From an optimization exercise on the open Yosys and OpenROAD flow, aimed at a short achievable clock period and few clock cycles per item; shortcuts taken in it are not production practice. Function was checked by simulation only, so behaviour that the tests miss may differ from the original. In every run shown here, the design's own scripts or RTL, not TritonCTS, make the clock network. The flow treats the clock pin as an ideal source. Dropping or thinning the clock tree relies on that and would not hold on a real chip. Power is estimated from default activity; no workload was simulated.

`flow/run.sh`:
```
#!/bin/bash
# Standard ORFS layout (standard.sh) with two changes:
#  - pins placed one routing track apart instead of two, so the die can be smaller;
#  - the clock tree is built by flow/manual_cts.tcl (a two-level tree of clkbuf_16)
#    instead of TritonCTS.
# Full tool output goes to standard.log; ORFS's per-step logs are under orfs/logs.
bash standard.sh 'PLACE_PINS_ARGS=-min_distance 1 -min_distance_in_tracks' "PRE_CTS_TCL=$PWD/flow/manual_cts.tcl" finish > standard.log 2>&1
```
`flow/manual_cts.tcl`:
```
# Two-level clock tree built by hand, in place of TritonCTS.
#   clk_in -> MID_N clkbuf_16 (one per group of leaf buffers)
#          -> leaf clkbuf_16 (one per cluster of about LEAF_SIZE flops)
#          -> flip-flop clock pins
# Every flop sees the same number of buffers; clusters come from k-means
# on the placed flop positions, each buffer sits at its loads' centroid.

set leaf_size 20
set mid_n 4
set leaf_cap [expr {int($leaf_size * 1.3)}]
set buf_master_name sky130_fd_sc_hd__clkinv_16
set leaf_master_name sky130_fd_sc_hd__clkinv_8

set db [ord::get_db]
set block [ord::get_db_block]
set master [$db findMaster $buf_master_name]
set leaf_master [$db findMaster $leaf_master_name]
set clk_net [$block findNet clk_in]

proc iterm_xy {it} {
  set bb [[$it getInst] getBBox]
  return [list [expr {([$bb xMin] + [$bb xMax]) / 2.0}] [expr {([$bb yMin] + [$bb yMax]) / 2.0}]]
}

# k-means; pts is a list of {x y}; returns the cluster index of each point
proc kmeans {pts k iters} {
  set n [llength $pts]
  # seed with points spread along the sorted order
  set order [lsort -real -index 0 [lmap p $pts {set p}]]
  set cx {}
  set cy {}
  for {set i 0} {$i < $k} {incr i} {
    set p [lindex $order [expr {int(($i + 0.5) * $n / $k)}]]
    lappend cx [lindex $p 0]
    lappend cy [lindex $p 1]
  }
  # better seeding: grid over the bounding box
  set xs [lmap p $pts {lindex $p 0}]
  set ys [lmap p $pts {lindex $p 1}]
  set x0 [tcl::mathfunc::min {*}$xs]
  set x1 [tcl::mathfunc::max {*}$xs]
  set y0 [tcl::mathfunc::min {*}$ys]
  set y1 [tcl::mathfunc::max {*}$ys]
  set g [expr {int(ceil(sqrt($k)))}]
  set cx {}
  set cy {}
  for {set i 0} {$i < $k} {incr i} {
    set gx [expr {$i % $g}]
    set gy [expr {$i / $g}]
    set rows [expr {int(ceil(double($k) / $g))}]
    lappend cx [expr {$x0 + ($gx + 0.5) * ($x1 - $x0) / $g}]
    lappend cy [expr {$y0 + ($gy + 0.5) * ($y1 - $y0) / $rows}]
  }
  set assign [lrepeat $n 0]
  for {set it 0} {$it < $iters} {incr it} {
    set assign {}
    foreach p $pts {
      set px [lindex $p 0]
      set py [lindex $p 1]
      set best 0
      set bd 1e30
      for {set c 0} {$c < $k} {incr c} {
        set dx [expr {$px - [lindex $cx $c]}]
        set dy [expr {$py - [lindex $cy $c]}]
        set d [expr {$dx * $dx + $dy * $dy}]
        if {$d < $bd} {
          set bd $d
          set best $c
        }
      }
      lappend assign $best
    }
    set sx [lrepeat $k 0.0]
    set sy [lrepeat $k 0.0]
    set sn [lrepeat $k 0]
    foreach p $pts a $assign {
      lset sx $a [expr {[lindex $sx $a] + [lindex $p 0]}]
      lset sy $a [expr {[lindex $sy $a] + [lindex $p 1]}]
      lset sn $a [expr {[lindex $sn $a] + 1}]
    }
    for {set c 0} {$c < $k} {incr c} {
      if {[lindex $sn $c] > 0} {
        lset cx $c [expr {[lindex $sx $c] / [lindex $sn $c]}]
        lset cy $c [expr {[lindex $sy $c] / [lindex $sn $c]}]
      }
    }
  }
  return [list $assign $cx $cy]
}

proc out_iterm {inst} {
  foreach it [$inst getITerms] {
    if {[$it isOutputSignal]} { return $it }
  }
  error "no output pin on [$inst getName]"
}

proc place_at {inst x y} {
  set m [$inst getMaster]
  set w [$m getWidth]
  set h [$m getHeight]
  $inst setLocation [expr {int($x - $w / 2)}] [expr {int($y - $h / 2)}]
  $inst setPlacementStatus PLACED
}

# sinks: every clock pin on clk_in
set sinks {}
foreach it [$clk_net getITerms] {
  if {[$it isInputSignal] || [[$it getMTerm] getSigType] == "CLOCK" || 1} {
    lappend sinks $it
  }
}
set n_sinks [llength $sinks]
set n_leaf [expr {int(ceil(double($n_sinks) / $leaf_size))}]
puts "manual CTS: $n_sinks sinks, $n_leaf leaf buffers, $mid_n mid buffers"

set pts [lmap it $sinks {iterm_xy $it}]
lassign [kmeans $pts $n_leaf 30] assign lcx lcy

# split any cluster over leaf_cap in two, until none is
set changed 1
while {$changed} {
  set changed 0
  set cnt [lrepeat $n_leaf 0]
  foreach a $assign { lset cnt $a [expr {[lindex $cnt $a] + 1}] }
  for {set c 0} {$c < $n_leaf} {incr c} {
    if {[lindex $cnt $c] > $leaf_cap} {
      set idx {}
      set sub {}
      set i 0
      foreach p $pts a $assign {
        if {$a == $c} { lappend idx $i; lappend sub $p }
        incr i
      }
      lassign [kmeans $sub 2 20] sa scx scy
      lset lcx $c [lindex $scx 0]
      lset lcy $c [lindex $scy 0]
      lappend lcx [lindex $scx 1]
      lappend lcy [lindex $scy 1]
      foreach i $idx a $sa {
        if {$a == 1} { lset assign $i $n_leaf }
      }
      incr n_leaf
      set changed 1
      break
    }
  }
}
# drop empty clusters
set cnt [lrepeat $n_leaf 0]
foreach a $assign { lset cnt $a [expr {[lindex $cnt $a] + 1}] }
set remap {}
set ncx {}
set ncy {}
set k 0
for {set c 0} {$c < $n_leaf} {incr c} {
  if {[lindex $cnt $c] > 0} {
    lappend remap $k
    lappend ncx [lindex $lcx $c]
    lappend ncy [lindex $lcy $c]
    incr k
  } else {
    lappend remap -1
  }
}
set assign [lmap a $assign {lindex $remap $a}]
set lcx $ncx
set lcy $ncy
set n_leaf $k

# leaf buffers
set leaf_insts {}
for {set c 0} {$c < $n_leaf} {incr c} {
  set inst [odb::dbInst_create $block $leaf_master "clkbuf_leaf_m$c"]
  set net [odb::dbNet_create $block "clknet_leaf_m$c"]
  $net setSigType CLOCK
  [out_iterm $inst] connect $net
  place_at $inst [lindex $lcx $c] [lindex $lcy $c]
  lappend leaf_insts $inst
  set leaf_net($c) $net
  set leaf_cnt($c) 0
}
foreach it $sinks a $assign {
  $it disconnect
  $it connect $leaf_net($a)
  incr leaf_cnt($a)
}
set sizes {}
for {set c 0} {$c < $n_leaf} {incr c} { lappend sizes $leaf_cnt($c) }
puts "manual CTS: leaf cluster sizes $sizes"

# mid buffers over the leaf buffers
set lpts {}
for {set c 0} {$c < $n_leaf} {incr c} { lappend lpts [list [lindex $lcx $c] [lindex $lcy $c]] }
lassign [kmeans $lpts $mid_n 30] massign mcx mcy
for {set m 0} {$m < $mid_n} {incr m} {
  set inst [odb::dbInst_create $block $master "clkbuf_mid_m$m"]
  set net [odb::dbNet_create $block "clknet_mid_m$m"]
  $net setSigType CLOCK
  [out_iterm $inst] connect $net
  [$inst findITerm A] connect $clk_net
  place_at $inst [lindex $mcx $m] [lindex $mcy $m]
  set mid_net($m) $net
  set mid_cnt($m) 0
}
foreach inst $leaf_insts a $massign {
  [$inst findITerm A] connect $mid_net($a)
  incr mid_cnt($a)
}
set sizes {}
for {set m 0} {$m < $mid_n} {incr m} { lappend sizes $mid_cnt($m) }
puts "manual CTS: mid group sizes $sizes"

set_propagated_clock [all_clocks]

# the tree is built: the flow's own CTS call becomes a no-op
proc clock_tree_synthesis {args} {
  puts "manual CTS: clock_tree_synthesis $args skipped"
}

# the flow would next clone clock inverters onto every register; the
# tree's inverters are meant to be shared, so that step is skipped too
proc repair_clock_inverters {args} {
  puts "manual CTS: repair_clock_inverters skipped"
}
```
`standard.sh`:
```
#!/bin/bash
# synth_recipe.tcl (not shown) runs the flow's synth.tcl, then flattens the netlist and writes it again
# the make line also repeats each setting of config.mk as NAME=value (left out here)
make -C /OpenROAD-flow-scripts/flow DESIGN_CONFIG=/design/flow/config.mk WORK_HOME=/design/flow/orfs CLKGATE_MAP_FILE= SYNTH_SCRIPT=/design/flow/synth_recipe.tcl "${@:-finish}"
```
`config.mk`:
```
export PLATFORM = sky130hd
export DESIGN_NAME = hub75_output
export DESIGN_NICKNAME = hub75_output
export VERILOG_FILES = /design/flow/design.v
export SDC_FILE = /design/flow/constraint.sdc
export NUM_CORES = 4
export LEC_CHECK = 0
export CAP_MARGIN = 20
export CORE_AREA = 2 2 288 288
export DIE_AREA = 0 0 290 290
export PLACE_DENSITY = 0.8
export SETUP_SLACK_MARGIN = 3.5
export SLEW_MARGIN = 20
```
`constraint.sdc`:
```
create_clock -name core_clock -period 5.0 [get_ports {clk_in}]
set_input_delay 1.0000 -clock core_clock [delete_from_list [all_inputs] [get_ports {clk_in}]]
set_output_delay 1.0000 -clock core_clock [all_outputs]
set_load 0.01 [all_outputs]
```
`design.v`:
```
package pov_pkg;
   typedef struct packed {
      logic [3-1:0] blue;
      logic [3-1:0] green;
      logic [3-1:0] red;
   } pixel_t;
   typedef struct packed {
      logic [64*3*3-1:0] lower;
      logic [64*3*3-1:0] upper;
   } column_pair_t;
   typedef struct packed {
      logic blue;
      logic green;
      logic red;
   } rgb_bits_t;
   typedef logic [($clog2(3))-1:0] plane_t;       
   typedef logic [($clog2(64))-1:0]   pixel_idx_t;   
endpackage
`timescale 1ns/1ps
module column_buffer (
   input  logic                     clk_in,
   input  logic                     load,
   input  pov_pkg::column_pair_t    column_data,
   output pov_pkg::rgb_bits_t       rgb0,
   output pov_pkg::rgb_bits_t       rgb1
);
   localparam int NPIX  = 64;
   localparam int SLOT  = NPIX + 1;
   localparam int DEPTH = 3 * SLOT;
   logic [DEPTH-1:0] line_q    [6];    
   logic [DEPTH-1:0] line_load [6];
   bcm_plane_select u_order (
      .column_pair (column_data),
      .line_0      (line_load[0]),
      .line_1      (line_load[1]),
      .line_2      (line_load[2]),
      .line_3      (line_load[3]),
      .line_4      (line_load[4]),
      .line_5      (line_load[5])
   );
   always_ff @(posedge clk_in) begin
      for (int l = 0; l < 6; l++) begin
         if (load) begin
            line_q[l] <= line_load[l];
         end else begin
            line_q[l] <= {1'b0, line_q[l][DEPTH-1:1]};
         end
      end
   end
   assign rgb0 = {line_q[2][0], line_q[1][0], line_q[0][0]};
   assign rgb1 = {line_q[5][0], line_q[4][0], line_q[3][0]};
endmodule
`timescale 1ns/1ps
module bcm_plane_select (
   input  pov_pkg::column_pair_t  column_pair,
   output logic [3*(64+1)-1:0] line_0,
   output logic [3*(64+1)-1:0] line_1,
   output logic [3*(64+1)-1:0] line_2,
   output logic [3*(64+1)-1:0] line_3,
   output logic [3*(64+1)-1:0] line_4,
   output logic [3*(64+1)-1:0] line_5
);
   localparam int NPIX = 64;
   localparam int SLOT = NPIX + 1;
   localparam int NB   = 3;
   always_comb begin
      line_0 = '0;
      line_1 = '0;
      line_2 = '0;
      line_3 = '0;
      line_4 = '0;
      line_5 = '0;
      for (int s = 0; s < NB; s++) begin
         for (int k = 0; k < NPIX; k++) begin
            line_0[s*SLOT + k] = column_pair.upper[k*9 + 0*NB + (NB-1-s)];
            line_1[s*SLOT + k] = column_pair.upper[k*9 + 1*NB + (NB-1-s)];
            line_2[s*SLOT + k] = column_pair.upper[k*9 + 2*NB + (NB-1-s)];
            line_3[s*SLOT + k] = column_pair.lower[k*9 + 0*NB + (NB-1-s)];
            line_4[s*SLOT + k] = column_pair.lower[k*9 + 1*NB + (NB-1-s)];
            line_5[s*SLOT + k] = column_pair.lower[k*9 + 2*NB + (NB-1-s)];
         end
      end
   end
endmodule
`timescale 1ns/1ps
module bcm_period_timer (
   input  logic             clk_in,
   input  logic             rst_in,
   input  logic             period_start,    
   input  pov_pkg::plane_t  plane,           
   input  logic             last_plane,      
   output logic             led_blank,
   output logic             tlast
);
   localparam int COUNT_W = ($clog2((10 << (3 - 1)) + 1));
   typedef logic [COUNT_W-1:0] count_t;
   count_t count;       
   count_t count_next;
   logic   closing;     
   always_comb begin
      if (period_start) begin
         count_next = count_t'(10 << plane);
      end else if (count != '0) begin
         count_next = count - 1'b1;
      end else begin
         count_next = '0;
      end
   end
   always_ff @(posedge clk_in) begin
      if (rst_in) begin
         count     <= '0;
         closing   <= 1'b0;
         led_blank <= 1'b1;
         tlast     <= 1'b0;
      end else begin
         count     <= count_next;
         if (period_start) begin
            closing <= last_plane;
         end
         led_blank <= (count_next == '0);
         tlast     <= (count_next == count_t'(1)) && (period_start ? last_plane : closing);
      end
   end
endmodule
`timescale 1ns/1ps
module hub75_scan_ctrl (
   input  logic                 clk_in,
   input  logic                 rst_in,
   input  logic                 tvalid,
   output logic                 tready,
   output logic                 shift_q,       
   output logic                 latch_now,     
   output pov_pkg::plane_t      latch_plane,
   output logic                 latch_last,
   output logic                 led_clk,
   output logic                 led_latch
);
   localparam int NPIX  = 64;
   localparam int SLOT  = NPIX + 1;
   localparam int NB    = 3;
   logic                     run;     
   logic [($clog2(64)):0]      pos;     
   logic [1:0]               slot;    
   logic                     ready;
   logic                     transfer;
   logic                     slot_end;
   logic                     col_end;
   assign ready    = !run || col_end;
   assign transfer = tvalid && ready;
   assign slot_end = run && (pos == NPIX);             
   assign col_end  = slot_end && (slot == 2'(NB - 1));
   assign latch_now   = slot_end;
   assign latch_plane = pov_pkg::plane_t'(NB - 1) - pov_pkg::plane_t'(slot);
   assign latch_last  = (slot == 2'(NB - 1));
   always_ff @(posedge clk_in) begin
      if (rst_in) begin
         run       <= 1'b0;
         pos       <= '0;
         slot      <= '0;
         tready    <= 1'b1;
         shift_q   <= 1'b0;
         led_clk   <= 1'b0;
         led_latch <= 1'b0;
      end else begin
         if (!run || col_end) begin
            run    <= transfer;
            pos    <= '0;
            slot   <= '0;
            tready <= !transfer;
            shift_q <= transfer;
            led_clk   <= transfer;
            led_latch <= 1'b0;
         end else begin
            if (slot_end) begin
               pos  <= '0;
               slot <= slot + 1'b1;
            end else begin
               pos  <= pos + 1'b1;
            end
            tready    <= (pos == NPIX - 1) && (slot == 2'(NB - 1));
            shift_q   <= !((pos == NPIX - 1) && (slot == 2'(NB - 1)));
            led_clk   <= (pos != NPIX - 1);
            led_latch <= (pos == NPIX - 1);
         end
      end
   end
endmodule
`timescale 1ns/1ps
module hub75_output (
   input  logic                     clk_in,
   input  logic                     rst_in,
   input  pov_pkg::column_pair_t    column_data,
   input  logic [($clog2(32))-1:0]   address_data,
   input  logic                     tvalid,
   output logic                     tready,
   output logic                     tlast,
   output pov_pkg::rgb_bits_t       rgb0,
   output pov_pkg::rgb_bits_t       rgb1,
   output logic                     led_clk,
   output logic                     led_latch,
   output logic                     led_blank,
   output logic [($clog2(32))-1:0]   hub75_address
);
   logic                   shift_q;
   logic                   latch_now;
   pov_pkg::plane_t        latch_plane;
   logic                   latch_last;
   logic [($clog2(32))-1:0] address_q;    
   hub75_scan_ctrl u_ctrl (
      .clk_in      (clk_in),
      .rst_in      (rst_in),
      .tvalid      (tvalid),
      .tready      (tready),
      .shift_q     (shift_q),
      .latch_now   (latch_now),
      .latch_plane (latch_plane),
      .latch_last  (latch_last),
      .led_clk     (led_clk),
      .led_latch   (led_latch)
   );
   column_buffer u_buffer (
      .clk_in      (clk_in),
      .load        (!shift_q),
      .column_data (column_data),
      .rgb0        (rgb0),
      .rgb1        (rgb1)
   );
   bcm_period_timer u_timer (
      .clk_in       (clk_in),
      .rst_in       (rst_in),
      .period_start (latch_now),
      .plane        (latch_plane),
      .last_plane   (latch_last),
      .led_blank    (led_blank),
      .tlast        (tlast)
   );
   always_ff @(posedge clk_in) begin
      if (!shift_q) begin
         address_q <= address_data;
      end
   end
   always_ff @(posedge clk_in) begin
      if (rst_in) begin
         hub75_address <= '0;
      end else if (latch_now && (latch_plane == pov_pkg::plane_t'(3 - 1))) begin
         hub75_address <= address_q;
      end
   end
endmodule
```
==> reports/qor.csv, run 1 <==
metric;value;unit
outcome;complete, no violations;
port_buffers;1175;
area_growth;40.5;%
path_class;register to primary output;
core;80800;um2
p_total;17.6;mW
nFillCells;5942;
dp_cells;4720;
avgViaCountPerCell;4.99;
hold_slack;0.417;ns
grt_pass1_wl;156000;um
clock.fmax;532;MHz
vias;24771;
routabilityCongestion;0.914;
yosysMostFrequentCell;dfxtp_1;
skew;0.103;ns
ys_top_cells_by_area;dfxtp_1 62%, mux2_2 34%, buf_2 1.5%;
die-area;84100;um2
slew_headroom;66.2;%
grt_start_max_net_pins;71;
detail-route-antenna-nets;0;
cellPowerDensity;326;nW/um2
ir_drop;476;uV
post-route-min-period;1.88;ns
dr.pass1.iters;5;
period_share;37.6;%
setup_slack;3.12;ns
postRouteWirelength;113000;um
fp.dieH;290;um
ys.flop_type;dfxtp_1;
required;4.00;ns
io_pins;1176;
synth.distinct_cells;40;
yosys.area.top_type;dfxtp_1;
start_util;47.5;%
crit_buf_inv;1;
syn_area_per_cell;14.7;um2
start_kind;register;
drive_gt1_share;36.1;%
synth_seq_area_share;62.5;%
fin_tns_setup;0;ns
routedWlPerCell;22.7;um
worst_pin_slew;0.507;ns
synth-edff-count;5;
rsz0062_at_grt;true;
async_reset_ff_share;0;%
slowest_delay;0.37;ns
rows;104;
die_w;290;um
grt_antenna_before_repair;154;
dpl.hpwl;80600;um
maxCapViolCount;0;
synth_nets;3776;
hp-class;register to register;
critPathMaxFanout;2;
synth_top_area_share;62.1;%
hold_buffers;0;
ys_warn_count;8;
synthTopCellsByCount;1192 x dfxtp_1, 1146 x mux2_2, 116 x buf_2;
worstPathArrival;0.88;ns
clkLatencyLatePin;0.39;ns
grt_use_total;24.6;%
maxSlewViolCount;0;
fin_nets;4959;
synth_area;38400;um2
synthCells;2609;
grt_pass1_vias;25144;
critical-path-top-delay-family;flip-flops;
drcViolationCount;0;
drtIter0Drc;1001;
detailedPlace.worstSlack;2.48;ns
setup.worst_path.end_class;primary output;
grt-ovfl-total;0;
crit_slowest_cell;dfxtp_2;
hold_viol_final;0;
synth.ff_latch_count;1197;
clk_pin_slew_worst_paths;0.11;ns
path_cells;buf_6;
finalSetupViolations;0;
final_cells;4962;
p_leak;20.6;nW
[state kept, by name (all words and copies together) (netlist names)]
signal	cells
address_q	5
hub75_address	5
u_buffer.line_q	1164
u_ctrl.led_clk	1
u_ctrl.led_latch	1
u_ctrl.pos	7
u_ctrl.run	1
u_ctrl.shift_q	1
u_ctrl.slot	2
u_ctrl.tready	1
u_timer.closing	1
u_timer.count	6
u_timer.led_blank	1
u_timer.tlast	1
[routing by layer]
metal	up-vias	global-route usage, %	wire, um
met2	1157	37.1	49300
met1	11583	25.3	40600
met4	94	17.8	8380
li1	11504	-	-
met5	-	0.794	649
met3	433	14.6	13700
[layout by cell type, fill, tap and decap left out, types with 7 or more instances in the layout]
cell	count
and2_1	12
buf_12	7
buf_16	22
buf_4	16
buf_6	27
clkbuf_16	17
clkdlybuf4s50_1	1156
clkinv_8	66
dfxtp_1	1173
dfxtp_2	18
diode_2	112
mux2_2	1145
nand2_1	10
nor2_1	14
[through the flow]
stage,util [%],instance area (um2)
after detailed placement,63.2,51100
after global placement,63.2,51100
after CTS,65.6,53000
after global routing,66.7,53900
after floorplan,-,38500
final,66.8,54000
[cell type report]
type,count,area [um2],share of cell area (%)
inverters,79,1230,2.28
flip-flops and latches,1197,24000,44.6
well taps,1060,1330,2.46
diodes,112,280,0.519
repair buffers,1252,13200,24.5
multi-input cells,1262,13800,25.7
[cells by family (layout without fill, tap and decap cells)]
kind of cell | Yosys count | in the layout | share of synthesized area, %
AOI/OAI and AO/OA | 26 | 26 | 0.443
xor gates and xnor gates | 8 | 8 | 0.182
adders and majority gates | 7 | 7 | 0.228
buffers and inverters | 150 | 1331 | 1.95
DFF | 1197 | 1197 | 62.5
muxes | 1146 | 1146 | 33.6
other | 0 | 112 | 0
and+or+nand+nor | 75 | 75 | 1.08
[what timing repair did]
item                        CTS  global route
resized for setup           148            45
buffers inserted             23             7
pin swaps                     7            17
setup endpoints to repair  1211           681
gates cloned                 10            20
[power breakdown]
part           total, mW  internal, mW  switching (mW)  leakage (nW)
Sequential          10.8          10.5           0.281          10.1
Combinational       2.75          1.95           0.799          10.0
Clock               4.00         0.555            3.45         0.501
Total               17.6          13.1            4.52          20.6
[final timing paths]
kind | startpoint | endpoint | cells after the start | slack [ns]
worst min register to register | u_buffer.line_q[5][128]$_DFF_P_ | u_buffer.line_q[5][127]$_DFF_P_ | 1 | 0.42
worst max-delay path | hub75_address[3]$_SDFFE_PP0P_ | hub75_address[3] | 1 | 3.12
worst min-delay path | u_buffer.line_q[5][128]$_DFF_P_ | u_buffer.line_q[5][127]$_DFF_P_ | 1 | 0.42
worst max register to register | u_ctrl.slot[0]$_SDFFE_PP0P_ | u_timer.tlast$_SDFF_PP0_ | 5 | 3.31
Testbench counts, summed over its fixed seeds: cycles 62,488, items 320.
==> run 2, diff against run 1 <==
--- a/flow/manual_cts.tcl
+++ b/flow/manual_cts.tcl
@@ -7,3 +7,3 @@
 
-set leaf_size 20
+set leaf_size 16
 set mid_n 4
==> reports/qor.csv, run 2 <==
metric;value;unit;change
outcome;complete, no violations;;unchanged
core;80800;um2;unchanged
grt_pass1_vias;25339;;was 25144
async_reset_ff_share;0;%;unchanged
synthTopCellsByCount;1192 x dfxtp_1, 1146 x mux2_2, 116 x buf_2;;unchanged
synth_top_area_share;62.1;%;unchanged
slowest_delay;0.36;ns;was 0.37 ns
synthCells;2609;;unchanged
routedWlPerCell;23.0;um;was 22.7 um
postRouteWirelength;115000;um;was 113000 um
worst_pin_slew;0.494;ns;was 0.507 ns
required;4.00;ns;about the same
fp.dieH;290;um;unchanged
die-area;84100;um2;unchanged
synth.ff_latch_count;1197;;unchanged
detail-route-antenna-nets;0;;unchanged
grt_use_total;24.9;%;was 24.6%
synth-simple-area-share;1.08;%;unchanged
largest_reg_flops;1164;;unchanged
clock.fmax;503;MHz;was 532 MHz
final_area;54700;um2;was 54000 um2
critPathMaxFanout;2;;unchanged
multi_input_area;13900;um2;was 13800 um2
ff_latch_area;24000;um2;unchanged
avgViaCountPerCell;4.99;;about the same
nFillCells;5889;;was 5942
crit_buf_inv;1;;unchanged
fin_nets;4998;;was 4959
worstPathArrival;0.99;ns;was 0.88 ns
final_common_cell;dfxtp_1;;unchanged
drive_gt1_share;36.8;%;was 36.1%
cellPowerDensity;331;nW/um2;was 326 nW/um2
io_pins;1176;;unchanged
crit_slowest_cell;dfxtp_2;;unchanged
drcViolationCount;0;;unchanged
synth_area;38400;um2;unchanged
path_cells;buf_6;;unchanged
yosys.area.top_type;dfxtp_1;;unchanged
synth-xor-area-share;0.182;%;unchanged
yosysMostFrequentCell;dfxtp_1;;unchanged
grt_start_max_net_pins;71;;unchanged
p_total;18.1;mW;was 17.6 mW
grt_pass1_wl;158000;um;was 156000 um
vias;25007;;was 24771
finalSetupViolations;0;;unchanged
dr.pass1.iters;7;;was 5
final_cell_mix;1173 x dfxtp_1, 1157 x clkdlybuf4s50_1, 1140 x mux2_2;;was 1173 x dfxtp_1, 1156 x clkdlybuf4s50_1, 1145 x mux2_2
synth_seq_area_share;62.5;%;unchanged
synth_fa_ha_area_share;0.228;%;unchanged
post-route-min-period;1.99;ns;was 1.88 ns
hp-class;register to register;;unchanged
clk_pin_slew_worst_paths;0.12;ns;was 0.11 ns
fin_tns_setup;0;ns;unchanged
grt_antenna_before_repair;165;;was 154
hold_viol_final;0;;unchanged
ys_warn_count;8;;unchanged
clkLatencyLatePin;0.48;ns;was 0.39 ns
grt-ovfl-total;0;;unchanged
die_w;290;um;unchanged
synth_compound_area_share;0.443;%;unchanged
synth.distinct_cells;40;;unchanged
final_cells;5009;;was 4962
ys_top_cells_by_area;dfxtp_1 62%, mux2_2 34%, buf_2 1.5%;;unchanged
ir_drop;674;uV;was 476 uV
path_class;register to primary output;;unchanged
synth-edff-count;5;;unchanged
synth_top_family_by_area;multiplexers;;unchanged
dpl.hpwl;80600;um;unchanged
dp_cells;4720;;unchanged
period_share;39.8;%;was 37.6%
synth.area.mux_share;33.6;%;unchanged
start_util;47.5;%;unchanged
area_growth;42.5;%;was 40.5%
p_leak;20.9;nW;was 20.6 nW
port_buffers;1175;;unchanged
routabilityCongestion;0.914;;unchanged
skew;0.140;ns;was 0.103 ns
syn_area_per_cell;14.7;um2;unchanged
reg_top3;u_buffer.line_q: 1164 flops, u_ctrl.pos: 7 flops, u_timer.count: 6 flops;;unchanged
slew_headroom;67.0;%;was 66.2%
place_area;51100;um2;unchanged
rsz0062_at_grt;true;;unchanged
regMostFlops;u_buffer.line_q;;unchanged
synth_nets;3776;;unchanged
maxCapViolCount;0;;unchanged
fin_util;67.7;%;was 66.8%
setup.worst_path.end_class;primary output;;unchanged
maxSlewViolCount;0;;unchanged
ys.flop_type;dfxtp_1;;unchanged
drtIter0Drc;951;;was 1001
start_kind;register;;unchanged
rows;104;;unchanged
critical-path-top-delay-family;flip-flops;;unchanged
## run 2: cell counts after synthesis
No cell type changed its count.
## run 2: worst paths after layout
| check | startpoint | end | slack [ns] | cells after the start |
|---|---|---|---|---|
| max | hub75_address[3]$_SDFFE_PP0P_ | hub75_address[3] | 3.01 | 1 |
| max reg2reg | u_ctrl.slot[0]$_SDFFE_PP0P_ | u_timer.tlast$_SDFF_PP0_ | 3.23 | 5 |
| min | u_buffer.line_q[0][55]$_DFF_P_ | u_buffer.line_q[0][54]$_DFF_P_ | 0.34 | 1 |
| min reg2reg | u_buffer.line_q[0][55]$_DFF_P_ | u_buffer.line_q[0][54]$_DFF_P_ | 0.34 | 1 |
## run 2: through the flow
| stage | hold WS (ns) | setup WS, ns |
|---|---|---|
| global route | 0.347 | 2.97 |
| finish | 0.341 | 3.01 |
| floorplan | 0.412 | 3.36 |
| global placement | 0.414 | 2.49 |
| CTS | 0.343 | 2.99 |
| detailed placement | 0.420 | 2.48 |
## run 2: per-layer routing
layer / GRT usage [%] / up-vias / part of all wire [%] / wire length, um
li1: - / 11601 / - / -
met2: 37.4 / 1200 / 44 / 50800
met4: 18.2 / 100 / 7.1 / 8230
met3: 15.2 / 450 / 12 / 13900
met5: 0.908 / - / 0.67 / 770
met1: 25.3 / 11656 / 36 / 41400
## run 2: logic make-up (layout without fill, tap and decap cells)
| family | count (synthesis) | in the layout |
|---|---|---|
| compound gates | 26 | 26 |
| simple gates | 75 | 75 |
| fa+ha+maj | 7 | 7 |
| xor+xnor | 8 | 8 |
| buf+inv | 150 | 1370 |
| flops | 1197 | 1197 |
| mux | 1146 | 1146 |
| other cells | 0 | 120 |
## run 2: area by class of cell
class	instances	share of cell area (%)
Timing Repair Buffer	1270	24.9
Sequential cell	1197	43.9
Antenna cell	120	0.549
Inverter	100	2.87
Multi-Input combinational cell	1262	25.4
Tap cell	1060	2.42
## run 2: power by group
part,internal [mW],total [mW],switching (mW)
combinational,2.00,2.83,0.828
clock,0.710,4.48,3.77
sequential,10.5,10.8,0.285
## run 2: timing repair
| action | CTS | global route |
|---|---|---|
| pin swaps | 6 | 16 |
| cloned | 13 | 28 |
| setup buffers | 24 | 13 |
| setup endpoints to repair | 1211 | 529 |
| resized for setup | 153 | 52 |
| hold buffers | 0 | 0 |
==> run 3, diff against run 2 <==
--- a/flow/manual_cts.tcl
+++ b/flow/manual_cts.tcl
@@ -7,7 +7,5 @@
 
-set leaf_size 16
+set leaf_size 20
 set mid_n 4
-set leaf_cap [expr {int($leaf_size * 1.3)}]
-set buf_master_name sky130_fd_sc_hd__clkinv_16
-set leaf_master_name sky130_fd_sc_hd__clkinv_8
+set buf_master_name sky130_fd_sc_hd__clkbuf_16
 
@@ -16,3 +14,2 @@
 set master [$db findMaster $buf_master_name]
-set leaf_master [$db findMaster $leaf_master_name]
 set clk_net [$block findNet clk_in]
@@ -90,9 +87,2 @@
 
-proc out_iterm {inst} {
-  foreach it [$inst getITerms] {
-    if {[$it isOutputSignal]} { return $it }
-  }
-  error "no output pin on [$inst getName]"
-}
-
 proc place_at {inst x y} {
@@ -119,53 +109,2 @@
 
-# split any cluster over leaf_cap in two, until none is
-set changed 1
-while {$changed} {
-  set changed 0
-  set cnt [lrepeat $n_leaf 0]
-  foreach a $assign { lset cnt $a [expr {[lindex $cnt $a] + 1}] }
-  for {set c 0} {$c < $n_leaf} {incr c} {
-    if {[lindex $cnt $c] > $leaf_cap} {
-      set idx {}
-      set sub {}
-      set i 0
-      foreach p $pts a $assign {
-        if {$a == $c} { lappend idx $i; lappend sub $p }
-        incr i
-      }
-      lassign [kmeans $sub 2 20] sa scx scy
-      lset lcx $c [lindex $scx 0]
-      lset lcy $c [lindex $scy 0]
-      lappend lcx [lindex $scx 1]
-      lappend lcy [lindex $scy 1]
-      foreach i $idx a $sa {
-        if {$a == 1} { lset assign $i $n_leaf }
-      }
-      incr n_leaf
-      set changed 1
-      break
-    }
-  }
-}
-# drop empty clusters
-set cnt [lrepeat $n_leaf 0]
-foreach a $assign { lset cnt $a [expr {[lindex $cnt $a] + 1}] }
-set remap {}
-set ncx {}
-set ncy {}
-set k 0
-for {set c 0} {$c < $n_leaf} {incr c} {
-  if {[lindex $cnt $c] > 0} {
-    lappend remap $k
-    lappend ncx [lindex $lcx $c]
-    lappend ncy [lindex $lcy $c]
-    incr k
-  } else {
-    lappend remap -1
-  }
-}
-set assign [lmap a $assign {lindex $remap $a}]
-set lcx $ncx
-set lcy $ncy
-set n_leaf $k
-
 # leaf buffers
@@ -173,6 +112,6 @@
 for {set c 0} {$c < $n_leaf} {incr c} {
-  set inst [odb::dbInst_create $block $leaf_master "clkbuf_leaf_m$c"]
+  set inst [odb::dbInst_create $block $master "clkbuf_leaf_m$c"]
   set net [odb::dbNet_create $block "clknet_leaf_m$c"]
   $net setSigType CLOCK
-  [out_iterm $inst] connect $net
+  [$inst findITerm X] connect $net
   place_at $inst [lindex $lcx $c] [lindex $lcy $c]
@@ -199,3 +138,3 @@
   $net setSigType CLOCK
-  [out_iterm $inst] connect $net
+  [$inst findITerm X] connect $net
   [$inst findITerm A] connect $clk_net
@@ -219,7 +158 @@
 }
-
-# the flow would next clone clock inverters onto every register; the
-# tree's inverters are meant to be shared, so that step is skipped too
-proc repair_clock_inverters {args} {
-  puts "manual CTS: repair_clock_inverters skipped"
-}
==> reports/qor.csv, run 3 <==
metric;value;unit;change
port_buffers;1175;;unchanged
critPathMaxFanout;2;;unchanged
grt_use_total;24.7;%;was 24.9%
rsz0062_at_grt;true;;unchanged
rrSetupSlack;3.34;ns;was 3.23 ns
avgViaCountPerCell;4.98;;was 4.99
core;80800;um2;unchanged
nFillCells;5918;;was 5889
area_growth;41.2;%;was 42.5%
dr.pass1.iters;7;;unchanged
path_cells;buf_6;;unchanged
ir_drop;317;uV;was 674 uV
period_share;39.2;%;was 39.8%
crit_slowest_cell;dfxtp_2;;unchanged
slowest_delay;0.34;ns;was 0.36 ns
synth_seq_area_share;62.5;%;unchanged
setup.worst_path.end_class;primary output;;unchanged
hold_buffers;0;;unchanged
grt_pass1_vias;25193;;was 25339
grt_start_max_net_pins;71;;unchanged
detail-route-antenna-nets;0;;unchanged
crit_buf_inv;1;;unchanged
ys.flop_type;dfxtp_1;;unchanged
drive_gt1_share;35.9;%;was 36.8%
finalSetupViolations;0;;unchanged
async_reset_ff_share;0;%;unchanged
reg_top3;u_buffer.line_q: 1164 flops, u_ctrl.pos: 7 flops, u_timer.count: 6 flops;;unchanged
regToRegStartpoint;u_ctrl.pos[1]$_SDFF_PP0_;;was u_ctrl.slot[0]$_SDFFE_PP0P_
cellPowerDensity;344;nW/um2;was 331 nW/um2
path_class;register to primary output;;unchanged
syn_area_per_cell;14.7;um2;unchanged
synthCells;2609;;unchanged
post-route-min-period;1.96;ns;was 1.99 ns
grt_pass1_wl;157000;um;was 158000 um
drtIter0Drc;1103;;was 951
outcome;complete, no violations;;unchanged
rows;104;;unchanged
synth_nets;3776;;unchanged
routabilityCongestion;0.914;;unchanged
clk_pin_slew_worst_paths;0.08;ns;was 0.12 ns
fin_tns_setup;0;ns;unchanged
dpl.hpwl;80600;um;unchanged
hp-class;register to register;;unchanged
min_to;u_buffer.line_q[5][125]$_DFF_P_;;was u_buffer.line_q[0][54]$_DFF_P_
internal-power;14.7;mW;was 13.3 mW
synthTopCellsByCount;1192 x dfxtp_1, 1146 x mux2_2, 116 x buf_2;;unchanged
final_cell_mix;1173 x dfxtp_1, 1157 x clkdlybuf4s50_1, 1146 x mux2_2;;was 1173 x dfxtp_1, 1157 x clkdlybuf4s50_1, 1140 x mux2_2
clkLatencyLatePin;0.48;ns;about the same
regMostFlops;u_buffer.line_q;;unchanged
die_w;290;um;unchanged
pwr-share-comb;14.7;%;was 15.6%
pwr-share-seq;58.0;%;was 59.7%
r2r_cells;7;;was 5
final_common_cell;dfxtp_1;;unchanged
worstPathArrival;0.96;ns;was 0.99 ns
required;4.00;ns;about the same
die-area;84100;um2;unchanged
grt-ovfl-total;0;;unchanged
fin_util;67.1;%;was 67.7%
routedWlPerCell;22.6;um;was 23.0 um
critical-path-top-delay-family;flip-flops;;unchanged
maxCapViolCount;0;;unchanged
maxSlewViolCount;0;;unchanged
ys_top_cells_by_area;dfxtp_1 62%, mux2_2 34%, buf_2 1.5%;;unchanged
yosysMostFrequentCell;dfxtp_1;;unchanged
pwr-share-clk;27.3;%;was 24.7%
rr_endpoint;u_timer.tlast$_SDFF_PP0_;;unchanged
hold_start;u_buffer.line_q[5][126]$_DFF_P_;;was u_buffer.line_q[0][55]$_DFF_P_
min_path_cells;1;;unchanged
worst_pin_slew;0.400;ns;was 0.494 ns
fp.dieH;290;um;unchanged
slew_headroom;73.3;%;was 67.0%
ys_warn_count;8;;unchanged
synth.distinct_cells;40;;unchanged
synth-edff-count;5;;unchanged
p_leak;20.8;nW;was 20.9 nW
clock.fmax;510;MHz;was 503 MHz
io_pins;1176;;unchanged
drcViolationCount;0;;unchanged
synth_top_area_share;62.1;%;unchanged
largest_reg_flops;1164;;unchanged
grt_antenna_before_repair;160;;was 165
yosys.area.top_type;dfxtp_1;;unchanged
skew;0.0637;ns;was 0.140 ns
postRouteWirelength;112000;um;was 115000 um
vias;24696;;was 25007
start_kind;register;;unchanged
fin_nets;4949;;was 4998
power_switching;3.91;mW;was 4.88 mW
swShare;21.0;%;was 26.9%
synth_area;38400;um2;unchanged
synth.ff_latch_count;1197;;unchanged
start_util;47.5;%;unchanged
hold_viol_final;0;;unchanged
## run 3: cell type report
| class | instances | area [um2] | share of cell area (%) |
|---|---|---|---|
| flip-flops and latches | 1197 | 24000 | 44.3 |
| multi-input cells | 1262 | 13800 | 25.5 |
| repair buffers | 1248 | 13100 | 24.2 |
| plain buffers | 64 | 1600 | 2.95 |
| well taps | 1060 | 1330 | 2.44 |
| diodes | 122 | 305 | 0.563 |
| inverters | 9 | 36.3 | 0.0669 |
## run 3: worst reg2reg max path, cell delays in order, from the launching register on
cell	delay [ns]
dfxtp_2	0.33
inv_2	0.04
ha_4	0.14
and4bb_1	0.21
and3_4	0.23
a311oi_4	0.27
a22o_2	0.21
and4b_1	0.18
## run 3: cell families after synthesis
group                      Yosys count  synth area share (%)
muxes                             1146                  33.6
adders and majority gates            7                 0.228
AOI/OAI and AO/OA                   26                 0.443
buffers and inverters              150                  1.95
and+or+nand+nor                     75                  1.08
xor gates and xnor gates             8                 0.182
DFF                               1197                  62.5
## run 3: through the flow
step	setup slack (ns)	instances	cell area, um2	power (mW)	hold slack (ns)
floorplan	3.36	2609	38500	12.3	0.412
global placement	2.49	4720	51100	13.5	0.414
detailed placement	2.48	4720	51100	13.5	0.420
CTS	3.03	4818	53500	18.7	0.414
global route	3.02	4938	54200	19.4	0.428
finish	3.04	4962	54300	18.7	0.425
## run 3: power by group through the flow
| stage | registers (mW) | clock network [mW] | logic [mW] |
|---|---|---|---|
| 2_1_floorplan | 10.9 | 0 | 1.43 |
| 3_3_place_gp | 11.0 | 0 | 2.44 |
| 3_5_place_dp | 11.0 | 0 | 2.49 |
| 4_1_cts | 10.8 | 5.21 | 2.67 |
| 5_1_grt | 10.9 | 5.55 | 2.94 |
| 6_report | 10.8 | 5.09 | 2.74 |
## run 3: per-layer routing
metal  up-vias  GRT usage [%]  wire length [um]
met3       432           14.2             13300
met4        88           18.4              8510
met2      1171           37.5             49300
met5         -           1.19               642
met1     11524           25.3             40400
li1      11481              -                 -
## run 3: worst max-delay path by stage
stage,startpoint,endpoint,slack (ns),depth (start not counted)
after global routing,hub75_address[2]$_SDFFE_PP0P_,hub75_address[2],3.02,1
final,hub75_address[2]$_SDFFE_PP0P_,hub75_address[2],3.04,1
after global placement,rst_in,u_ctrl.pos[2]$_SDFF_PP0_,2.49,4
after detailed placement,rst_in,u_ctrl.pos[2]$_SDFF_PP0_,2.48,4
after CTS,hub75_address[1]$_SDFFE_PP0P_,hub75_address[1],3.03,1
after floorplan,u_ctrl.pos[0]$_SDFF_PP0_,u_timer.count[1]$_SDFF_PP0_,3.36,8
## run 3: repair_timing
action                                  4_1_cts  5_1_grt
buffers inserted                             24       11
pin swaps                                     6       14
endpoints found under the setup margin     1211      481
resized for setup                           145       38
gates cloned                                 10       11
==> run 4, diff against run 3 <==
==> flow/run.sh (replaced) <==
#!/bin/bash
# Standard ORFS layout (the standard.sh) with two changes:
#  - pins placed one routing track apart instead of two, so the die can be smaller;
#  - the clock tree is built by flow/manual_cts.tcl (a two-level inverter tree, see
#    there) instead of TritonCTS; it also puts each output port's buffer and register
#    next to the port.
# Full tool output goes to standard.log; ORFS's per-step logs are under orfs/logs.
bash standard.sh 'PLACE_PINS_ARGS=-min_distance 1 -min_distance_in_tracks' "PRE_CTS_TCL=$PWD/flow/manual_cts.tcl" finish > standard.log 2>&1
--- a/flow/manual_cts.tcl
+++ b/flow/manual_cts.tcl
@@ -1,7 +1,10 @@
-# Two-level clock tree built by hand, in place of TritonCTS.
-#   clk_in -> MID_N clkbuf_16 (one per group of leaf buffers)
-#          -> leaf clkbuf_16 (one per cluster of about LEAF_SIZE flops)
+# Two-level clock tree built by hand, in place of TritonCTS (run as the
+# flow's PRE_CTS_TCL hook, so the rest of ORFS's CTS step - legalization,
+# timing repair - runs as usual).
+#   clk_in -> MID_N clkinv_16 (one per group of leaf inverters)
+#          -> leaf clkinv_8 (one per cluster of about LEAF_SIZE flops)
 #          -> flip-flop clock pins
-# Every flop sees the same number of buffers; clusters come from k-means
-# on the placed flop positions, each buffer sits at its loads' centroid.
+# Two inversions, so every flop is clocked on the rising edge of clk_in, and
+# every flop sees the same two cells. Clusters come from k-means on the
+# placed flop positions; each cell sits at its loads' centroid.
 
@@ -9,3 +12,6 @@
 set mid_n 4
-set buf_master_name sky130_fd_sc_hd__clkbuf_16
+set move_outputs 1
+set leaf_cap [expr {int($leaf_size * 1.3)}]
+set buf_master_name sky130_fd_sc_hd__clkinv_16
+set leaf_master_name sky130_fd_sc_hd__clkinv_8
 
@@ -14,2 +20,3 @@
 set master [$db findMaster $buf_master_name]
+set leaf_master [$db findMaster $leaf_master_name]
 set clk_net [$block findNet clk_in]
@@ -24,12 +31,3 @@
   set n [llength $pts]
-  # seed with points spread along the sorted order
-  set order [lsort -real -index 0 [lmap p $pts {set p}]]
-  set cx {}
-  set cy {}
-  for {set i 0} {$i < $k} {incr i} {
-    set p [lindex $order [expr {int(($i + 0.5) * $n / $k)}]]
-    lappend cx [lindex $p 0]
-    lappend cy [lindex $p 1]
-  }
-  # better seeding: grid over the bounding box
+  # seed on a grid over the bounding box
   set xs [lmap p $pts {lindex $p 0}]
@@ -87,2 +85,9 @@
 
+proc out_iterm {inst} {
+  foreach it [$inst getITerms] {
+    if {[$it isOutputSignal]} { return $it }
+  }
+  error "no output pin on [$inst getName]"
+}
+
 proc place_at {inst x y} {
@@ -95,2 +100,41 @@
 
+# Output ports: put each port's buffer next to its pin and the register
+# that drives the buffer next to the buffer, so the register-to-port path
+# is short. The detailed placement that follows legalizes them.
+if {$move_outputs} {
+  set core [$block getCoreArea]
+  foreach bt [$block getBTerms] {
+    if {[$bt getIoType] != "OUTPUT"} { continue }
+    set pbb [$bt getBBox]
+    set px [expr {([$pbb xMin] + [$pbb xMax]) / 2.0}]
+    set py [expr {([$pbb yMin] + [$pbb yMax]) / 2.0}]
+    # inward direction from the nearest core edge
+    set x [expr {max([$core xMin], min([$core xMax], $px))}]
+    set y [expr {max([$core yMin], min([$core yMax], $py))}]
+    set dx 0
+    set dy 0
+    if {$px <= [$core xMin]} { set dx 1 } elseif {$px >= [$core xMax]} { set dx -1 }
+    if {$py <= [$core yMin]} { set dy 1 } elseif {$py >= [$core yMax]} { set dy -1 }
+    set obuf ""
+    foreach it [[$bt getNet] getITerms] {
+      if {[$it isOutputSignal]} { set obuf [$it getInst] }
+    }
+    if {$obuf == ""} { continue }
+    set freg ""
+    foreach it [$obuf getITerms] {
+      if {[$it isInputSignal] && [$it getNet] != "NULL"} {
+        foreach it2 [[$it getNet] getITerms] {
+          if {[$it2 isOutputSignal]} { set freg [$it2 getInst] }
+        }
+      }
+    }
+    set step 5000
+    place_at $obuf [expr {$x + $dx * $step}] [expr {$y + $dy * $step}]
+    if {$freg != "" && [[$freg getMaster] isSequential]} {
+      place_at $freg [expr {$x + $dx * 3 * $step}] [expr {$y + $dy * 3 * $step}]
+    }
+    puts "manual CTS: port [$bt getName] buffer [$obuf getName] register [expr {$freg == {} ? {-} : [$freg getName]}]"
+  }
+}
+
 # sinks: every clock pin on clk_in
@@ -98,5 +142,3 @@
 foreach it [$clk_net getITerms] {
-  if {[$it isInputSignal] || [[$it getMTerm] getSigType] == "CLOCK" || 1} {
-    lappend sinks $it
-  }
+  lappend sinks $it
 }
@@ -109,2 +151,53 @@
 
+# split any cluster over leaf_cap in two, until none is
+set changed 1
+while {$changed} {
+  set changed 0
+  set cnt [lrepeat $n_leaf 0]
+  foreach a $assign { lset cnt $a [expr {[lindex $cnt $a] + 1}] }
+  for {set c 0} {$c < $n_leaf} {incr c} {
+    if {[lindex $cnt $c] > $leaf_cap} {
+      set idx {}
+      set sub {}
+      set i 0
+      foreach p $pts a $assign {
+        if {$a == $c} { lappend idx $i; lappend sub $p }
+        incr i
+      }
+      lassign [kmeans $sub 2 20] sa scx scy
+      lset lcx $c [lindex $scx 0]
+      lset lcy $c [lindex $scy 0]
+      lappend lcx [lindex $scx 1]
+      lappend lcy [lindex $scy 1]
+      foreach i $idx a $sa {
+        if {$a == 1} { lset assign $i $n_leaf }
+      }
+      incr n_leaf
+      set changed 1
+      break
+    }
+  }
+}
+# drop empty clusters
+set cnt [lrepeat $n_leaf 0]
+foreach a $assign { lset cnt $a [expr {[lindex $cnt $a] + 1}] }
+set remap {}
+set ncx {}
+set ncy {}
+set k 0
+for {set c 0} {$c < $n_leaf} {incr c} {
+  if {[lindex $cnt $c] > 0} {
+    lappend remap $k
+    lappend ncx [lindex $lcx $c]
+    lappend ncy [lindex $lcy $c]
+    incr k
+  } else {
+    lappend remap -1
+  }
+}
+set assign [lmap a $assign {lindex $remap $a}]
+set lcx $ncx
+set lcy $ncy
+set n_leaf $k
+
 # leaf buffers
@@ -112,6 +205,6 @@
 for {set c 0} {$c < $n_leaf} {incr c} {
-  set inst [odb::dbInst_create $block $master "clkbuf_leaf_m$c"]
+  set inst [odb::dbInst_create $block $leaf_master "clkbuf_leaf_m$c"]
   set net [odb::dbNet_create $block "clknet_leaf_m$c"]
   $net setSigType CLOCK
-  [$inst findITerm X] connect $net
+  [out_iterm $inst] connect $net
   place_at $inst [lindex $lcx $c] [lindex $lcy $c]
@@ -138,3 +231,3 @@
   $net setSigType CLOCK
-  [$inst findITerm X] connect $net
+  [out_iterm $inst] connect $net
   [$inst findITerm A] connect $clk_net
@@ -158 +251,7 @@
 }
+
+# the flow would next clone clock inverters onto every register; the
+# tree's inverters are meant to be shared, so that step is skipped too
+proc repair_clock_inverters {args} {
+  puts "manual CTS: repair_clock_inverters skipped"
+}
==> reports/qor.csv, run 4 <==
metric;value;unit;change
rrSetupSlack;3.20;ns;was 3.34 ns
final_common_cell;dfxtp_1;;unchanged
grt_antenna_before_repair;157;;was 160
min_to;u_buffer.line_q[0][93]$_DFF_P_;;was u_buffer.line_q[5][125]$_DFF_P_
synth_area;38400;um2;unchanged
maxSlewViolCount;0;;unchanged
r2r_cells;8;;was 7
outcome;complete, no violations;;unchanged
hold_viol_final;0;;unchanged
p_total;17.6;mW;was 18.7 mW
synthTopCellsByCount;1192 x dfxtp_1, 1146 x mux2_2, 116 x buf_2;;unchanged
vias;24913;;was 24696
routedWlPerCell;22.8;um;was 22.6 um
rows;104;;unchanged
place_area;51100;um2;unchanged
ys_warn_count;8;;unchanged
yosysMostFrequentCell;dfxtp_1;;unchanged
regToRegStartpoint;u_ctrl.pos[1]$_SDFF_PP0_;;unchanged
ir_drop;467;uV;was 317 uV
async_reset_ff_share;0;%;unchanged
synthCells;2609;;unchanged
critical-path-top-delay-family;flip-flops;;unchanged
worstPathArrival;0.94;ns;was 0.96 ns
start_kind;register;;unchanged
syn_area_per_cell;14.7;um2;unchanged
port_buffers;1175;;unchanged
fin_util;67.0;%;was 67.1%
die_w;290;um;unchanged
ys_top_cells_by_area;dfxtp_1 62%, mux2_2 34%, buf_2 1.5%;;unchanged
grt-ovfl-total;0;;unchanged
avgViaCountPerCell;5.01;;was 4.98
cellPowerDensity;325;nW/um2;was 344 nW/um2
crit_buf_inv;1;;unchanged
grt_use_total;25.0;%;was 24.7%
synth.ff_latch_count;1197;;unchanged
clkLatencyLatePin;0.37;ns;was 0.48 ns
final_cell_mix;1171 x dfxtp_1, 1156 x clkdlybuf4s50_1, 1145 x mux2_2;;was 1173 x dfxtp_1, 1157 x clkdlybuf4s50_1, 1146 x mux2_2
dr.pass1.iters;5;;was 7
setup_slack;3.06;ns;was 3.04 ns
synth.distinct_cells;40;;unchanged
rsz0062_at_grt;true;;unchanged
start_util;47.5;%;unchanged
nFillCells;5937;;was 5918
slew_headroom;70.5;%;was 73.3%
post-route-min-period;1.94;ns;was 1.96 ns
skew;0.0856;ns;was 0.0637 ns
setup.worst_path.end_class;primary output;;unchanged
worst_pin_slew;0.443;ns;was 0.400 ns
dpl.hpwl;80600;um;unchanged
fin_nets;4962;;was 4949
fp.dieH;290;um;unchanged
hold_buffers;0;;unchanged
routabilityCongestion;0.914;;unchanged
period_share;38.7;%;was 39.2%
critPathMaxFanout;2;;unchanged
regMostFlops;u_buffer.line_q;;unchanged
postRouteWirelength;114000;um;was 112000 um
synth_nets;3776;;unchanged
detail-route-antenna-nets;0;;unchanged
largest_reg_flops;1164;;unchanged
path_class;register to primary output;;unchanged
yosys.area.top_type;dfxtp_1;;unchanged
area_growth;40.9;%;was 41.2%
fin_tns_setup;0;ns;unchanged
detailedPlace.worstSlack;2.48;ns;unchanged
required;4.00;ns;about the same
maxCapViolCount;0;;unchanged
drtIter0Drc;1090;;was 1103
die-area;84100;um2;unchanged
grt_pass1_wl;159000;um;was 157000 um
core;80800;um2;unchanged
synth_seq_area_share;62.5;%;unchanged
slowest_delay;0.41;ns;was 0.34 ns
grt_start_max_net_pins;71;;unchanged
ys.flop_type;dfxtp_1;;unchanged
finalSetupViolations;0;;unchanged
grt_pass1_vias;25273;;was 25193
drive_gt1_share;36.6;%;was 35.9%
synth-edff-count;5;;unchanged
crit_slowest_cell;dfxtp_4;;was dfxtp_2
min_path_cells;1;;unchanged
p_leak;20.6;nW;was 20.8 nW
drcViolationCount;0;;unchanged
path_cells;buf_6;;unchanged
reg_top3;u_buffer.line_q: 1164 flops, u_ctrl.pos: 7 flops, u_timer.count: 6 flops;;unchanged
synth_top_area_share;62.1;%;unchanged
io_pins;1176;;unchanged
hold_start;u_buffer.line_q[0][94]$_DFF_P_;;was u_buffer.line_q[5][126]$_DFF_P_
clock.fmax;517;MHz;was 510 MHz
hp-class;register to register;;unchanged
final_area;54100;um2;was 54300 um2
rr_endpoint;u_timer.led_blank$_SDFF_PP1_;;was u_timer.tlast$_SDFF_PP0_
clk_pin_slew_worst_paths;0.12;ns;was 0.08 ns
[run 4: per-layer routing]
metal | global-route usage [%] | up-vias | share of wire [%]
li1 | - | 11524 | -
met1 | 25.9 | 11619 | 36
met2 | 37.9 | 1252 | 44
met3 | 14.7 | 432 | 12
met4 | 17.6 | 86 | 7.2
met5 | 0.964 | - | 0.55
[run 4: worst max path at each step]
stage | endpoint | cells after the start | slack, ns | from
floorplan | u_timer.count[1]$_SDFF_PP0_ | 8 | 3.36 | u_ctrl.pos[0]$_SDFF_PP0_
global placement | u_ctrl.pos[2]$_SDFF_PP0_ | 4 | 2.49 | rst_in
detailed placement | u_ctrl.pos[2]$_SDFF_PP0_ | 4 | 2.48 | rst_in
CTS | hub75_address[0] | 1 | 3.07 | hub75_address[0]$_SDFFE_PP0P_
global route | hub75_address[0] | 1 | 3.03 | hub75_address[0]$_SDFFE_PP0P_
finish | hub75_address[0] | 1 | 3.06 | hub75_address[0]$_SDFFE_PP0P_
[run 4: repair_timing]
| item | in CTS | in global routing |
|---|---|---|
| endpoints found under the setup margin | 1211 | 375 |
| buffers inserted | 33 | 8 |
| resized for setup | 157 | 62 |
| cloned | 10 | 13 |
| pin swaps | 15 | 19 |
[run 4: area by class of cell]
type	instances	area, um2	area share, %
Sequential cell	1197	24000	44.4
Inverter	78	1210	2.24
Multi-Input combinational cell	1262	14000	25.9
Antenna cell	124	310	0.573
Tap cell	1060	1330	2.45
Timing Repair Buffer	1256	13200	24.4
[run 4: where the power goes]
group	switching [mW]	total [mW]	leakage, nW	internal [mW]
Combinational	0.825	2.80	10.0	1.97
Sequential	0.285	10.8	10.1	10.5
Clock	3.43	3.97	0.494	0.548
Total	4.54	17.6	20.6	13.1
[run 4: cell families after synthesis]
| logic type | share of synthesized area, % |
|---|---|
| buf+inv | 1.95 |
| flops | 62.5 |
| compound gates | 0.443 |
| mux | 33.6 |
| xor+xnor | 0.182 |
| fa+ha+maj | 0.228 |
| simple gates | 1.08 |
[run 4: per-stage QoR]
stage | hold slack, ns | instances
after global placement | 0.414 | 4720
after CTS | 0.430 | 4832
final | 0.428 | 4977
after detailed placement | 0.420 | 4720
after global routing | 0.431 | 4951
after floorplan | 0.412 | 2609

port drivers added, routing unchanged:
The results above use ideal ports. As a check the final layouts listed here were re-extracted and re-timed, cells and wires unchanged. Step 1 (the two cells are an assumption about what drives the block):
set clk [get_ports {clk_in}]
set_driving_cell -lib_cell sky130_fd_sc_hd__clkbuf_16 $clk
set_driving_cell -lib_cell sky130_fd_sc_hd__buf_2 [delete_from_list [all_inputs] $clk]
Step 2, shift: input delay + t, output delay - t, t = (earliest + latest rising clock arrival at the registers) / 2. This alone moves slack from input paths to output paths. a / b / c = no drivers / after step 1 / after step 2; a / b = the first two.
run	t, ns	setup WS [ns]	worst hold slack (ns)	clock arrival spread, ns	pins driven straight from the clock port
run 1	0.619	3.121 / 2.844 / 3.089	0.417 / 0.417 / 0.417	0.119 / 0.123	4
run 2	0.701	3.010 / 2.737 / 3.004	0.341 / 0.342 / 0.342	0.176 / 0.177	4
run 3	0.600	3.040 / 2.900 / 3.019	0.425 / 0.424 / 0.424	0.082 / 0.081	4
run 4	0.619	3.064 / 2.790 / 2.965	0.428 / 0.428 / 0.428	0.123 / 0.127	4
After both steps setup and hold are still met in every run listed. The setup slack of run 4, which loses most, moves by -0.274 ns with the drivers and by -0.099 ns with both steps.
